Source: an optimization exercise on an open RTL-to-GDS flow (aim: small area, a short achievable clock period and few clock cycles). Production flows keep margins and buffers that such runs may drop. In this exercise RTL edits were held to simulation tests only and were not proved equivalent to the original.

==> branch nickel: inputs <==
==> flow/design.v <==
`timescale 1ns / 1ps
package mexp_pkg;
	localparam int unsigned FIELD_BITS = 32;
endpackage
`timescale 1ns / 1ps
module mexp_unit #(
	parameter int W = 32
) (
	input  logic         bit_i,
	input  logic [W-1:0] r_i,
	input  logic [W-1:0] a_i,
	input  logic [W-1:0] m_i,
	output logic [W-1:0] y_o
);
	localparam int X = W + 3;
	logic [X-1:0] r2, p, nm1, nm2;
	logic [X-1:0] s1, c1, s2, c2;
	logic [X-1:0] t, x1, x2;
	assign r2  = {2'b00, r_i, 1'b0};
	assign p   = bit_i ? {3'b000, a_i} : '0;
	assign nm1 = ~{3'b000, m_i};
	assign nm2 = ~{2'b00, m_i, 1'b0};
	assign s1 = r2 ^ p ^ nm1;
	assign c1 = {((r2 & p) | (r2 & nm1) | (p & nm1)), 1'b1};
	assign s2 = r2 ^ p ^ nm2;
	assign c2 = {((r2 & p) | (r2 & nm2) | (p & nm2)), 1'b1};
	assign t  = r2 + p;
	assign x1 = s1 + c1;
	assign x2 = s2 + c2;
	always_comb begin
		if (!x2[X-1]) begin
			y_o = x2[W-1:0];
		end else if (!x1[X-1]) begin
			y_o = x1[W-1:0];
		end else begin
			y_o = t[W-1:0];
		end
	end
endmodule
`timescale 1ns / 1ps
module modular_exponentiation #(
	parameter int OPERAND_BITS = 32
) (
	input  logic        clk,
	input  logic        arst_n,
	input  logic        s_tvalid,
	output logic        s_tready,
	input  logic [95:0] s_tdata,
	output logic        m_tvalid,
	input  logic        m_tready,
	output logic [31:0] m_tdata,
	output logic        m_tuser
);
	localparam int W = OPERAND_BITS;
	typedef enum logic [2:0] {
		S_IDLE = 3'd0,
		S_CHK  = 3'd1,
		S_SKIP = 3'd2,
		S_RUN  = 3'd3,
		S_DONE = 3'd4,
		S_OUT  = 3'd5
	} seq_state_t;
	seq_state_t   state_q;
	logic [W-1:0] mod_q;
	logic [W-1:0] acc_q;
	logic [W-1:0] r_q;
	logic         bit_q;
	logic         sq_q;
	logic [4:0]   cnt_q;
	logic [4:0]   eidx_q;
	logic         err_q;
	logic [W-1:0] in_b;
	logic [W-1:0] in_e;
	logic [W-1:0] step;
	logic         ebit;
	logic         last;
	assign in_b = s_tdata[31:0];
	assign in_e = s_tdata[63:32];
	assign ebit = in_e[eidx_q];
	assign last = (cnt_q == 5'd0);
	mexp_unit #(
		.W(W)
	) u_unit (
		.bit_i(bit_q),
		.r_i  (r_q),
		.a_i  (acc_q),
		.m_i  (mod_q),
		.y_o  (step)
	);
	always_ff @(posedge clk) begin
		mod_q <= s_tdata[95:64];
	end
	always_ff @(posedge clk or negedge arst_n) begin
		if (!arst_n) begin
			state_q <= S_IDLE;
		end else begin
			unique case (state_q)
				S_IDLE: begin
					if (s_tvalid) begin
						state_q <= S_CHK;
					end
				end
				S_CHK: begin
					if (mod_q == '0 || in_e == '0) begin
						state_q <= S_DONE;
					end else begin
						state_q <= S_SKIP;
					end
				end
				S_SKIP: begin
					if (ebit) begin
						state_q <= S_RUN;
					end
				end
				S_RUN: begin
					if (last && !(sq_q && ebit) && eidx_q == 5'd0) begin
						state_q <= S_DONE;
					end
				end
				S_DONE: begin
					state_q <= S_OUT;
				end
				S_OUT: begin
					if (m_tready) begin
						state_q <= s_tvalid ? S_CHK : S_IDLE;
					end
				end
				default: begin
					state_q <= S_IDLE;
				end
			endcase
		end
	end
	always_ff @(posedge clk) begin
		unique case (state_q)
			S_CHK: begin
				err_q  <= (mod_q == '0);
				acc_q  <= (mod_q == '0) ? W'(0) : W'(1);
				eidx_q <= 5'd31;
			end
			S_SKIP: begin
				r_q   <= '0;
				sq_q  <= 1'b0;
				cnt_q <= 5'd31;
				bit_q <= in_b[W-1];
				if (!ebit) begin
					eidx_q <= eidx_q - 5'd1;
				end
			end
			S_RUN: begin
				if (!last) begin
					r_q   <= step;
					cnt_q <= cnt_q - 5'd1;
					bit_q <= sq_q ? acc_q[cnt_q - 5'd1] : in_b[cnt_q - 5'd1];
				end else begin
					acc_q <= step;
					r_q   <= '0;
					cnt_q <= 5'd31;
					if (sq_q && ebit) begin
						sq_q  <= 1'b0;
						bit_q <= in_b[W-1];
					end else begin
						sq_q   <= 1'b1;
						bit_q  <= step[W-1];
						eidx_q <= eidx_q - 5'd1;
					end
				end
			end
			default: begin
			end
		endcase
	end
	assign s_tready = (state_q == S_DONE);
	assign m_tvalid = (state_q == S_OUT);
	assign m_tdata  = acc_q;
	assign m_tuser  = err_q;
endmodule
==> flow/run.sh <==
#!/bin/bash
# synth_recipe.tcl (not shown) runs the flow's synth.tcl, then flattens the netlist and writes it again
# the make line also repeats each setting of config.mk as NAME=value (left out here)
make -C /OpenROAD-flow-scripts/flow DESIGN_CONFIG=/design/flow/config.mk WORK_HOME=/design/flow/orfs CLKGATE_MAP_FILE= SYNTH_SCRIPT=/design/flow/synth_recipe.tcl finish
==> flow/config.mk <==
export PLATFORM = sky130hd
export DESIGN_NAME = modular_exponentiation
export DESIGN_NICKNAME = modular_exponentiation
export VERILOG_FILES = /design/flow/design.v
export SDC_FILE = /design/flow/constraint.sdc
export NUM_CORES = 4
export LEC_CHECK = 0
export ABC_CLOCK_PERIOD_IN_PS = 2500
export CAP_MARGIN = 20
export CORE_MARGIN = 2
export CORE_UTILIZATION = 40
export SETUP_SLACK_MARGIN = 2.5
export SLEW_MARGIN = 20
export TNS_END_PERCENT = 100
==> flow/constraint.sdc <==
create_clock -name core_clock -period 7.0 [get_ports {clk}]
set_input_delay 1.4000 -clock core_clock [delete_from_list [all_inputs] [get_ports {clk}]]
set_output_delay 1.4000 -clock core_clock [all_outputs]
set_load 0.01 [all_outputs]
==> branch tundra: changes against branch nickel <==
--- a/flow/design.v
+++ b/flow/design.v
@@ -59,2 +59,3 @@
 		S_RUN  = 3'd3,
+		S_FRST = 3'd6,
 		S_DONE = 3'd4,
@@ -111,8 +112,15 @@
 					if (ebit) begin
-						state_q <= S_RUN;
+						state_q <= S_FRST;
 					end
 				end
+				S_FRST: begin
+					state_q <= S_RUN;
+				end
 				S_RUN: begin
-					if (last && !(sq_q && ebit) && eidx_q == 5'd0) begin
-						state_q <= S_DONE;
+					if (last) begin
+						if (!(sq_q && ebit) && eidx_q == 5'd0) begin
+							state_q <= S_DONE;
+						end else begin
+							state_q <= S_FRST;
+						end
 					end
@@ -134,2 +142,11 @@
 	always_ff @(posedge clk) begin
+		if (state_q == S_RUN) begin
+			r_q <= step;
+		end else if (state_q == S_FRST && (sq_q ? acc_q[W-1] : in_b[W-1])) begin
+			r_q <= acc_q;
+		end else begin
+			r_q <= '0;
+		end
+	end
+	always_ff @(posedge clk) begin
 		unique case (state_q)
@@ -141,6 +158,3 @@
 			S_SKIP: begin
-				r_q   <= '0;
 				sq_q  <= 1'b0;
-				cnt_q <= 5'd31;
-				bit_q <= in_b[W-1];
 				if (!ebit) begin
@@ -149,5 +163,8 @@
 			end
+			S_FRST: begin
+				cnt_q <= 5'd30;
+				bit_q <= sq_q ? acc_q[W-2] : in_b[W-2];
+			end
 			S_RUN: begin
 				if (!last) begin
-					r_q   <= step;
 					cnt_q <= cnt_q - 5'd1;
@@ -156,10 +173,6 @@
 					acc_q <= step;
-					r_q   <= '0;
-					cnt_q <= 5'd31;
 					if (sq_q && ebit) begin
 						sq_q  <= 1'b0;
-						bit_q <= in_b[W-1];
 					end else begin
 						sq_q   <= 1'b1;
-						bit_q  <= step[W-1];
 						eidx_q <= eidx_q - 5'd1;
Settings changed: ABC_CLOCK_PERIOD_IN_PS 2500 to unset, CORE_UTILIZATION 40 to 60.
==> branch juniper: changes against branch nickel <==
--- a/flow/design.v
+++ b/flow/design.v
@@ -134,2 +134,9 @@
 	always_ff @(posedge clk) begin
+		if (state_q == S_RUN && !last) begin
+			r_q <= step;
+		end else begin
+			r_q <= '0;
+		end
+	end
+	always_ff @(posedge clk) begin
 		unique case (state_q)
@@ -141,3 +148,2 @@
 			S_SKIP: begin
-				r_q   <= '0;
 				sq_q  <= 1'b0;
@@ -151,3 +157,2 @@
 				if (!last) begin
-					r_q   <= step;
 					cnt_q <= cnt_q - 5'd1;
@@ -156,3 +161,2 @@
 					acc_q <= step;
-					r_q   <= '0;
 					cnt_q <= 5'd31;
Settings changed: ABC_AREA set to 1, ABC_CLOCK_PERIOD_IN_PS 2500 to unset.
==> summary of the runs <==
Cell area, lowest first: branch tundra, branch nickel, branch juniper.
The highest via count belongs to branch juniper, the lowest to branch nickel.
Die area: branch tundra < branch nickel < branch juniper.
Of branch nickel and branch juniper, branch nickel has the higher non-clock buffer count (gap 16).
Maximum frequency, highest first: branch juniper, branch nickel, branch tundra.
The highest register-to-register slack belongs to branch juniper, the lowest to branch tundra.
Testbench counts of branch nickel, summed over its fixed seeds: cycles 282,571.
Testbench counts of branch tundra, summed over its fixed seeds: cycles 282,571.
Testbench counts of branch juniper, summed over its fixed seeds: cycles 282,571.

[separate check: timing with driven ports]
Ports are ideal in the flow. The routed layouts listed here were re-timed in OpenROAD.
Step 1, drivers: a clkbuf_16 drives clk and a buf_2 each remaining input, both assumed.
Step 2 moves the port delays by t, midway between the first and last clock arrival at a register: inputs arrive t later, outputs are due t later. That takes back most of the time a late clock gives input paths.
Slacks: ideal / step 1 / step 2; pairs: ideal / step 1.
run | shift t [ns] | setup WS [ns] | latest minus earliest clock arrival (ns) | worst slew at a driven data input, ns
branch nickel | 0.420 | 2.677 / 2.677 / 2.677 | 0.011 / 0.012 | 0.05
branch tundra | 0.412 | 2.660 / 2.660 / 2.660 | 0.012 / 0.011 | 0.10
branch juniper | 0.427 | 2.915 / 2.915 / 2.915 | 0.013 / 0.013 | 0.09
After both steps setup and hold are still met in every run listed.
